Background: an optimization exercise with open tools, aiming at small area and a short achievable clock period. Do not read the settings as production practice. Where RTL was checked, it was by simulation tests only, not by an equivalence proof against the original. No activity file was given, so power comes from the tool's default toggle rates.

## mac_array_2x2
module mac_array_2x2
#(
  parameter int DATA_W = mac_pkg::DATA_W,
  parameter int ACC_W  = mac_pkg::ACC_W
) (
  input  logic                  clk,
  input  logic                  rst_n,
  input  logic                  en,
  input  logic                  clear,
  input  logic [4*DATA_W-1:0]   a,
  input  logic [4*DATA_W-1:0]   b,
  output logic [4*ACC_W-1:0]    acc
);
Size: ~1600 cells after synthesis, roughly 180 flip-flops, about 200 I/O pins, roughly 0.016 mm^2 of cells after synthesis.
Settings: LEC_CHECK=0, CAP_MARGIN=20, CORE_MARGIN=2, CORE_UTILIZATION=40, SETUP_SLACK_MARGIN=2.0, SLEW_MARGIN=20, SYNTH_HIERARCHICAL=1, SYNTH_MINIMUM_KEEP_SIZE=0; clock period 6.5 ns.
standard.sh (not shown) runs the stock make flow with config.mk's settings and CLKGATE_MAP_FILE= SYNTH_SCRIPT=/design/flow/synth_recipe.tcl, a recipe that flattens the netlist after the stock synthesis.
==> flow/flow/run.sh <==
#!/bin/bash
# Layout: the standard flow (standard.sh), with the port buffers that
# global placement inserts made plain buf_1 cells (the resizer sizes them up
# where timing needs it) instead of the delay buffers the resizer picks by
# default.  make's full output goes to standard.log; each ORFS step also keeps
# its own log under orfs/logs/.
set -euo pipefail
export BUFFER_PORTS_ARGS="-buffer_cell sky130_fd_sc_hd__buf_1"
bash standard.sh > standard.log 2>&1
The first run completed with no timing, DRC or antenna violations.
Then changed:
--- a/flow/design.v
+++ b/flow/design.v
@@ -129,20 +129,23 @@
   wire sum189 = p103 ^ G157;
   wire sum190 = p104 ^ G159;
   wire sum191 = p105 ^ G161;
   wire sum192 = p106 ^ G163;
   wire sum193 = p107 ^ G175;
   wire sum194 = p108 ^ G177;
   wire sum195 = p109 ^ G179;
   wire sum196 = p110 ^ G181;
   wire [15:0] lo_v = {sum196, sum195, sum194, sum193, sum192, sum191, sum190, sum189, sum188, sum187, sum186, sum185, s_r[3], s_r[2], s_r[1], s_r[0]};
-  wire [15:0] hi_v;
-  mac_hi u_hi (.h(h_r), .q(r0_r[12]), .c(G183), .hi(hi_v));
+  wire [15:0] h_m1 = h_r - 16'd1;
+  wire [15:0] h_p1 = h_r + 16'd1;
+  wire [15:0] hi_c0 = r0_r[12] ? h_r : h_m1;
+  wire [15:0] hi_c1 = r0_r[12] ? h_p1 : h_r;
+  wire [15:0] hi_v = G183 ? hi_c1 : hi_c0;
   wire [31:0] acc_v = {hi_v, lo_v};
   wire [7:0] ag = a & {8{en}};
   wire [63:0] pp;
   mac_pp u_pp (.a(ag), .b(b), .pp(pp));
   wire s1 = pp[5] ^ pp[12];
   wire c2 = pp[5] & pp[12];
   wire s3, c3;
   mac_fa u_fa3 (.x(pp[6]), .y(pp[13]), .z(pp[20]), .s(s3), .c(c3));
   wire s4 = pp[27] ^ pp[34];
@@ -299,30 +302,18 @@
 module mac_fa (
   input  logic x,
   input  logic y,
   input  logic z,
   output logic s,
   output logic c
 );
   assign {c, s} = x + y + z;
 endmodule
-module mac_hi (
-  input  logic [15:0] h,
-  input  logic        q,
-  input  logic        c,
-  output logic [15:0] hi
-);
-  wire [15:0] h_m1 = h - 16'd1;
-  wire [15:0] h_p1 = h + 16'd1;
-  wire [15:0] hi_c0 = q ? h : h_m1;
-  wire [15:0] hi_c1 = q ? h_p1 : h;
-  assign hi = c ? hi_c1 : hi_c0;
-endmodule
 module mac_pp (
   input  logic [7:0]  a,
   input  logic [7:0]  b,
   output logic [63:0] pp
 );
   for (genvar i = 0; i < 8; i++) begin : g_i
     for (genvar j = 0; j < 8; j++) begin : g_j
       if ((i == 7) != (j == 7)) begin : g_inv
         assign pp[8*i+j] = ~(a[i] & b[j]);
Outcome: Fmax grows by 1.1%; register-to-register slack degrades by 90 ps; synthesized area grows by 6.0%; final cell count goes up by 8.7%; power increases by 3.4%; design area increases by 3.0%.
The RTL of the second run of this note was laid out without a check of its function.

--- another note on this design; it stands on its own ---

the previous run:
Design mac_array_2x2, start of the top module:
module mac_array_2x2
#(
  parameter int DATA_W = mac_pkg::DATA_W,
  parameter int ACC_W  = mac_pkg::ACC_W
) (
  input  logic                  clk,
  input  logic                  rst_n,
  input  logic                  en,
  input  logic                  clear,
  input  logic [4*DATA_W-1:0]   a,
  input  logic [4*DATA_W-1:0]   b,
  output logic [4*ACC_W-1:0]    acc
);
Size in the first run: about 1,900 cells after synthesis, ~140 flip-flops, ~200 I/O pins, roughly 0.016 sq mm of cells after synthesis.
Settings: LEC_CHECK=0, CAP_MARGIN=20, CORE_MARGIN=2, CORE_UTILIZATION=40, SETUP_SLACK_MARGIN=2.0, SLEW_MARGIN=20; clock period 6.5 ns.
run.sh (not shown) runs the stock make flow with config.mk's settings and CLKGATE_MAP_FILE= SYNTH_SCRIPT=/design/flow/synth_recipe.tcl, a recipe that flattens the netlist after the stock synthesis.
The previous run went all the way through synthesis, placement and routing and the layout is clean on timing, DRC and antenna.
--- input diff the previous run..the current run ---
Settings: changing SETUP_SLACK_MARGIN from 2.0 to 1.0.
==> flow/flow/run.sh (new file) <==
#!/bin/bash
# Layout: the standard flow (standard.sh), with the port buffers that
# global placement inserts made plain buf_2 cells instead of the delay buffers
# the resizer picks by default.  make's full output goes to standard.log; each
# ORFS step also keeps its own log under orfs/logs/.
set -euo pipefail
export BUFFER_PORTS_ARGS="-buffer_cell sky130_fd_sc_hd__buf_2"
bash standard.sh > standard.log 2>&1
==> flow/standard.sh (new file) <==
#!/bin/bash
# synth_recipe.tcl (not shown) runs the flow's synth.tcl, then flattens the netlist and writes it again
# the make line also repeats each setting of config.mk as NAME=value (left out here)
make -C /OpenROAD-flow-scripts/flow DESIGN_CONFIG=/design/flow/config.mk WORK_HOME=/design/flow/orfs CLKGATE_MAP_FILE= SYNTH_SCRIPT=/design/flow/synth_recipe.tcl "${@:-finish}"
removed: flow/run.sh
==> notes.md <==
Summary of the current run over the previous run: global-route track usage on met2 moved down, post-place setup slack moved down. Via density per instance delta for the current run relative to the previous run: 0.019 lower. Between the previous run and the current run, the cell count went down. Looking at met1 layer wirelength in the final routing across the previous run and the current run, the one that comes out lower is the current run. The current run reports a higher share of cell area taken by flip-flops and latches than the previous run does.


Another version of the RTL of mac_array_2x2 (not shown whole).
Size in the first run: roughly 1900 cells after synthesis, ~200 flip-flops, roughly 18000 sq um of cells after synthesis.
==> flow/config.mk <==
export PLATFORM = sky130hd
export DESIGN_NAME = mac_array_2x2
export DESIGN_NICKNAME = mac_array_2x2
export VERILOG_FILES = /design/flow/design.v
export SDC_FILE = /design/flow/constraint.sdc
export NUM_CORES = 4
export LEC_CHECK = 0
export CAP_MARGIN = 20
export CORE_MARGIN = 2
export CORE_UTILIZATION = 40
export SETUP_SLACK_MARGIN = 2.5
export SLEW_MARGIN = 20
==> flow/constraint.sdc <==
create_clock -name core_clock -period 6.5 [get_ports {clk}]
set_input_delay 1.3000 -clock core_clock [delete_from_list [all_inputs] [get_ports {clk}]]
set_output_delay 1.3000 -clock core_clock [all_outputs]
set_load 0.01 [all_outputs]
standard.sh (not shown) runs the stock make flow with config.mk's settings and CLKGATE_MAP_FILE= SYNTH_SCRIPT=/design/flow/synth_recipe.tcl, a recipe that flattens the netlist after the stock synthesis.
==> flow/flow/run.sh <==
#!/bin/bash
# Layout: the standard flow (standard.sh), with the port buffers that
# global placement inserts made plain buf_2 cells instead of the delay buffers
# the resizer picks by default.  make's full output goes to standard.log; each
# ORFS step also keeps its own log under orfs/logs/.
set -euo pipefail
export BUFFER_PORTS_ARGS="-buffer_cell sky130_fd_sc_hd__buf_2"
bash standard.sh > standard.log 2>&1
Edit:
CORE_UTILIZATION = 55   (was 40)
SETUP_SLACK_MARGIN = 2.0   (was 2.5)
Outcome: Design area shrinks by roughly a tenth. Total power shrinks by a little under a tenth. Clock power hardly moves. Setup slack loses 0.066 ns. Maximum frequency shrinks slightly. Via count shrinks by a few percent. Die area shrinks by a quarter to a third. Synthesized cell count is unchanged. Register-to-register slack loses 0.24 ns.

--- another note on this design; it stands on its own ---

## mac_array_2x2
module mac_array_2x2
#(
  parameter int DATA_W = mac_pkg::DATA_W,
  parameter int ACC_W  = mac_pkg::ACC_W
) (
  input  logic                  clk,
  input  logic                  rst_n,
  input  logic                  en,
  input  logic                  clear,
  input  logic [4*DATA_W-1:0]   a,
  input  logic [4*DATA_W-1:0]   b,
  output logic [4*ACC_W-1:0]    acc
);
For scale: about 1700 cells after synthesis, about 200 I/O pins, about 0.017 mm2 of cells after synthesis.
==> flow/config.mk <==
export PLATFORM = sky130hd
export DESIGN_NAME = mac_array_2x2
export DESIGN_NICKNAME = mac_array_2x2
export VERILOG_FILES = /design/flow/design.v
export SDC_FILE = /design/flow/constraint.sdc
export NUM_CORES = 4
export LEC_CHECK = 0
export CAP_MARGIN = 20
export CORE_MARGIN = 2
export CORE_UTILIZATION = 40
export CTS_BUF_LIST = sky130_fd_sc_hd__clkbuf_4 sky130_fd_sc_hd__clkbuf_8
export SETUP_SLACK_MARGIN = 2.4
export SLEW_MARGIN = 20
export SYNTH_HIERARCHICAL = 1
export SYNTH_MINIMUM_KEEP_SIZE = 0
==> flow/constraint.sdc <==
create_clock -name core_clock -period 6.5 [get_ports {clk}]
set_input_delay 1.3000 -clock core_clock [delete_from_list [all_inputs] [get_ports {clk}]]
set_output_delay 1.3000 -clock core_clock [all_outputs]
set_load 0.01 [all_outputs]
standard.sh (not shown) runs the stock make flow with config.mk's settings and CLKGATE_MAP_FILE= SYNTH_SCRIPT=/design/flow/synth_recipe.tcl, a recipe that flattens the netlist after the stock synthesis.
==> flow/flow/run.sh <==
#!/bin/bash
# Layout: the standard flow (standard.sh), with the port buffers that
# global placement inserts made plain buf_1 cells (the resizer sizes them up
# where timing needs it) instead of the delay buffers the resizer picks by
# default.  make's full output goes to standard.log; each ORFS step also keeps
# its own log under orfs/logs/.
set -euo pipefail
export BUFFER_PORTS_ARGS="-buffer_cell sky130_fd_sc_hd__buf_1"
bash standard.sh > standard.log 2>&1
Rerun with:
Settings changed: CORE_UTILIZATION 40 to 55, PLACE_DENSITY set to 0.8, SETUP_SLACK_MARGIN 2.4 to 2.3.
Cell area is lower by a few percent.
Total power is lower slightly.
Core utilization is higher by 15 points.
Wire length is lower by a few percent.
Global-route usage is higher by 5.4 points.
Hold slack is better by 6.0 ps.
First-iteration DRC count is higher by roughly a tenth.
Area after synthesis is unchanged.

==> static timing again, ports no longer ideal <==
Ports are ideal in the flow. The routed layouts listed here were re-timed in OpenROAD.
Step 1: set_driving_cell puts a clkbuf_16 on clk and a buf_2 on each other input, an assumption about the parent block.
Step 2 also shifts input and output timing later by t, the mid clock arrival at the registers, as if the neighbouring blocks saw the same clock.
a / b / c = ideal ports / drivers / drivers and shift; a / b = the first two.
| run | t, ns | setup slack, ns | hold WS [ns] | worst slew at a driven data input, ns |
|---|---|---|---|---|
| the first run of note 1 | 0.552 | 2.113 / 2.059 / 1.890 | 0.584 / 0.584 / 0.584 | 0.07 |
| the second run of note 1 | 0.536 | 2.163 / 2.108 / 1.941 | 0.487 / 0.487 / 0.487 | 0.10 |
| the previous run | 0.523 | 1.499 / 1.332 / 0.809 | 0.562 / 0.562 / 0.562 | 0.30 |
| the current run | 0.529 | 1.195 / 1.161 / 0.632 | 0.537 / 0.537 / 0.537 | 0.08 |
| the first run of note 3 | 0.536 | 2.201 / 2.150 / 2.121 | 0.521 / 0.521 / 0.521 | 0.08 |
| the second run of note 3 | 0.510 | 2.135 / 2.081 / 1.822 | 0.531 / 0.531 / 0.531 | 0.06 |
| the first run of note 4 | 0.598 | 2.456 / 2.477 / 1.879 | 0.588 / 0.588 / 0.588 | 0.09 |
| the second run of note 4 | 0.534 | 2.319 / 2.334 / 1.801 | 0.594 / 0.594 / 0.594 | 0.06 |
After both steps every run listed still meets setup and hold. The setup slack of the previous run, which loses most, moves by -0.167 ns with the drivers and by -0.690 ns with both steps.
